From an optimization exercise on the open Yosys and OpenROAD flow, aimed at small area, a short achievable clock period and few clock cycles per item; shortcuts taken in it are not production practice.
Only simulation tests tie the RTL to the original design; equivalence was not proved.
Power and IR drop assume default switching activity.

// sliding_window_min_max_mean_core
module sliding_window_min_max_mean_core #(
  parameter int MAX_WINDOW  = 64,
  parameter int SAMPLE_BITS = 32,
  parameter int ADDR_W      = $clog2(MAX_WINDOW),
  parameter int CNT_W       = $clog2(MAX_WINDOW + 1),
  parameter int SUM_W       = SAMPLE_BITS + ADDR_W
) (
  input  logic                          clk,
  input  logic                          rst,
  input  logic                          in_valid,
  output logic                          in_ready,
  input  logic                          in_kind,
  input  logic signed [SAMPLE_BITS-1:0] in_sample,
  input  logic                          cfg_valid,
  output logic                          cfg_ready,
  input  logic        [CNT_W-1:0]       cfg_data,
  output logic                          out_valid,
  input  logic                          out_ready,
  output logic        [CNT_W-1:0]       out_count,
  output logic signed [SUM_W-1:0]       out_sum,
  output logic signed [SAMPLE_BITS-1:0] out_mean,
  output logic signed [SAMPLE_BITS-1:0] out_min,
  output logic signed [SAMPLE_BITS-1:0] out_max
);
  logic adv;
  logic in_take;
  logic cfg_take;
  swmm_ctrl u_ctrl (
    .out_valid (out_valid),
    .out_ready (out_ready),
    .in_valid  (in_valid),
    .in_ready  (in_ready),
    .cfg_valid (cfg_valid),
    .cfg_ready (cfg_ready),
    .adv       (adv),
    .in_take   (in_take),
    .cfg_take  (cfg_take)
  );
  swmm_datapath u_datapath (
    .clk       (clk),
    .rst       (rst),
    .adv       (adv),
    .in_take   (in_take),
    .cfg_take  (cfg_take),
    .in_kind   (in_kind),
    .in_sample (in_sample),
    .cfg_data  (cfg_data),
    .out_valid (out_valid),
    .out_count (out_count),
    .out_sum   (out_sum),
    .out_mean  (out_mean),
    .out_min   (out_min),
    .out_max   (out_max)
  ...
make LEC_CHECK=0 CAP_MARGIN=20 CORE_MARGIN=2 CORE_UTILIZATION=40 CTS_BUF_LIST=sky130_fd_sc_hd__clkbuf_8 PLACE_DENSITY=0.6 SETUP_SLACK_MARGIN=1.6 SLEW_MARGIN=20 finish   # period 6.0 ns
run.sh (not shown) runs the stock make flow with config.mk's settings and CLKGATE_MAP_FILE= SYNTH_SCRIPT=/design/flow/synth_recipe.tcl, a recipe that flattens the netlist after the stock synthesis.
Testbench counts at the start, summed over its fixed seeds: cycles 12,944, items 12,800.
Rerun with:
--- a/flow/design.v
+++ b/flow/design.v
@@ -34,34 +34,42 @@
   input  logic signed [31:0] in_sample,
   input  logic        [6:0]  cfg_data,
   output logic               out_valid,
   output logic        [6:0]  out_count,
   output logic signed [37:0] out_sum,
   output logic signed [31:0] out_mean,
   output logic signed [31:0] out_min,
   output logic signed [31:0] out_max
 );
-  localparam int NST = 9;
-  localparam logic [NST*8-1:0] CUM = {8'd16, 8'd15, 8'd13, 8'd11, 8'd9, 8'd7, 8'd5, 8'd3, 8'd1};
-  function automatic logic [7:0] div4(input logic [5:0] r, input logic [1:0] b,
-                                      input logic [6:0] d, input logic [7:0] d3);
+  localparam int NST = 11;
+  function automatic int SDE(input int k);
+    SDE = (k % 2 == 0) ? 3 * (k / 2) + 1 : 3 * ((k + 1) / 2);
+  endfunction
+  function automatic logic [10:0] cmp4(input logic [5:0] r, input logic [1:0] b,
+                                       input logic [6:0] d, input logic [7:0] d3);
     logic [7:0] t;
     logic [8:0] t1;
     logic [8:0] t2;
     logic [8:0] t3;
     t  = {r, b};
     t1 = {1'b0, t} - {2'b00, d};
     t2 = {1'b0, t} - {1'b0, d, 1'b0};
     t3 = {1'b0, t} - {1'b0, d3};
-    div4 = ({8{!t3[8]}}           & {2'd3, t3[5:0]})
-         | ({8{!t2[8] &&  t3[8]}} & {2'd2, t2[5:0]})
-         | ({8{!t1[8] &&  t2[8]}} & {2'd1, t1[5:0]})
-         | ({8{ t1[8]}}           & {2'd0, t[5:0]});
+    cmp4 = {t, !t3[8], !t2[8], !t1[8]};
+  endfunction
+  function automatic logic [7:0] sel4(input logic [10:0] c, input logic [6:0] d,
+                                      input logic [7:0] d3);
+    logic [5:0] t;
+    t = c[8:3];
+    sel4 = ({8{c[2]}}          & {2'd3, t - d3[5:0]})
+         | ({8{c[1] && !c[2]}} & {2'd2, t - {d[4:0], 1'b0}})
+         | ({8{c[0] && !c[1]}} & {2'd1, t - d[5:0]})
+         | ({8{!c[0]}}         & {2'd0, t});
   endfunction
   function automatic logic lt32(input logic [31:0] a, input logic [31:0] b);
     logic [31:0] g;
     logic [31:0] l;
     logic [31:0] ua;
     logic [31:0] ub;
     ua = {~a[31], a[30:0]};
     ub = {~b[31], b[30:0]};
     g  = ua & ~ub;
@@ -263,68 +271,77 @@
     if (cnt == 7'd0)     maxv = '0;
     else if (max_ev)     maxv = port;
     else if (only0_max)  maxv = mem[0];
     else                 maxv = p_mx[0];
   end
   logic        p_v   [NST];
   logic [37:0] p_sum [NST];
   logic [6:0]  p_cnt [NST];
   logic [7:0]  p_d3  [NST];
-  logic [5:0]  p_r   [NST];
+  logic [10:0] p_r   [NST];
   logic [31:0] p_q   [NST];
   logic        i_v   [NST];
   logic [37:0] i_sum [NST];
   logic [6:0]  i_cnt [NST];
   logic [7:0]  i_d3  [NST];
-  logic [5:0]  i_r   [NST];
+  logic [10:0] i_r   [NST];
   logic [31:0] i_q   [NST];
   logic [31:0] i_mn  [NST];
   logic [31:0] i_mx  [NST];
   always_comb begin
     i_v[0]   = b_v;
     i_sum[0] = {sum[37], sum[36:0] ^ {37{sum[37]}}};
     i_cnt[0] = cnt;
     i_d3[0]  = cnt3;
-    i_r[0]   = {1'b0, sum[36:32] ^ {5{sum[37]}}};
+    i_r[0]   = {5'd0, 1'b0, sum[36:32] ^ {5{sum[37]}}};
     i_q[0]   = '0;
     i_mn[0]  = minv;
     i_mx[0]  = maxv;
     for (int s = 1; s < NST; s++) begin
       i_v[s]   = p_v[s-1];
       i_sum[s] = p_sum[s-1];
       i_cnt[s] = p_cnt[s-1];
       i_d3[s]  = p_d3[s-1];
       i_r[s]   = p_r[s-1];
       i_q[s]   = p_q[s-1];
       i_mn[s]  = p_mn[s-1];
       i_mx[s]  = p_mx[s-1];
     end
   end
   for (genvar s = 0; s < NST; s++) begin : g_st
-    localparam int C0 = (s == 0) ? 0 : CUM[((s == 0) ? 0 : s - 1)*8 +: 8];
-    localparam int C1 = CUM[s*8 +: 8];
-    logic [5:0]  r;
+    localparam int  SD0  = (s == 0) ? 0 : SDE(s - 1);
+    localparam bit  PIN  = (s % 2 == 1);
+    localparam bit  POUT = (s % 2 == 0) && (s != NST - 1);
+    logic [10:0] r;
     logic [31:0] q;
     logic [31:0] dd;
     logic [7:0]  st;
+    logic [10:0] cm;
     always_comb begin
       dd = i_sum[s][31:0];
       r  = i_r[s];
       q  = i_q[s];
-      for (int t = C0; t < C1; t++) begin
-        st = div4(r, dd[31-2*t -: 2], i_cnt[s], i_d3[s]);
-        r  = st[5:0];
+      if (PIN) begin
+        st = sel4(r, i_cnt[s], i_d3[s]);
+        r  = {5'd0, st[5:0]};
         q  = {q[29:0], st[7:6]};
       end
+      cm = cmp4(r[5:0], dd[31-2*(SD0+PIN) -: 2], i_cnt[s], i_d3[s]);
+      st = sel4(cm, i_cnt[s], i_d3[s]);
+      r  = {5'd0, st[5:0]};
+      q  = {q[29:0], st[7:6]};
+      if (POUT) begin
+        r = cmp4(r[5:0], dd[31-2*(SD0+1) -: 2], i_cnt[s], i_d3[s]);
+      end
       if (s == NST - 1) begin
         if (i_cnt[s] == 7'd0)                        q = '0;
         else if (!i_sum[s][37])                      q = q;
-        else if ({1'b0, r} == i_cnt[s] - 7'd1)       q = ~q;
+        else if ({1'b0, r[5:0]} == i_cnt[s] - 7'd1)  q = ~q;
         else                                         q = ~q + 32'd1;
       end
     end
     always_ff @(posedge clk) begin
       if (rst) begin
         p_v[s] <= 1'b0;
       end else if (adv) begin
         p_v[s] <= i_v[s];
       end
=> Final area rose by 1.8%. Die area rose by 3.2%. Worst hold slack gains 0.0048 ns. Power rose by 4.4%. Global-route usage fell by 5.5 points. Count of clock-buffer cells in the layout rose by 34. Setup slack gains 0.26 ns. First-iteration DRC count fell by 18%. Clock skew fell by 0.017 ns. Synthesized area rose by 3.3%. Clock power rose by about 5%. Utilization fell by 0.65 points.
Testbench counts after the change, summed over its fixed seeds: cycles 12,960, items 12,800.

[re-timing with driven ports]
How much do the figures lean on ideal ports? The routed layouts below were timed once more, with nothing changed but the port constraints. Step 1 assumes that a clkbuf_16 drives the clock port and a buf_2 every other input. Step 2 adds t to the input delays and takes it off the output delays; t is the mean of the earliest and latest rising clock arrival at the registers after step 1. Input paths then give back, and output paths get back, about the clock's delay inside the block. Three values: no drivers, after step 1, after step 2; two values: the first two.
| run | t, ns | slack for setup (ns) | hold slack, ns |
|---|---|---|---|
| the first run | 1.424 | 1.165 / 1.165 / 0.109 | 0.374 / 0.275 / 0.380 |
| the second run | 1.365 | 1.427 / 1.427 / 0.420 | 0.379 / 0.287 / 0.386 |
After both steps setup and hold are still met in every run listed. For the first run, which loses most, drivers alone change the setup slack by 0.000 ns; drivers and shift together by -1.056 ns.
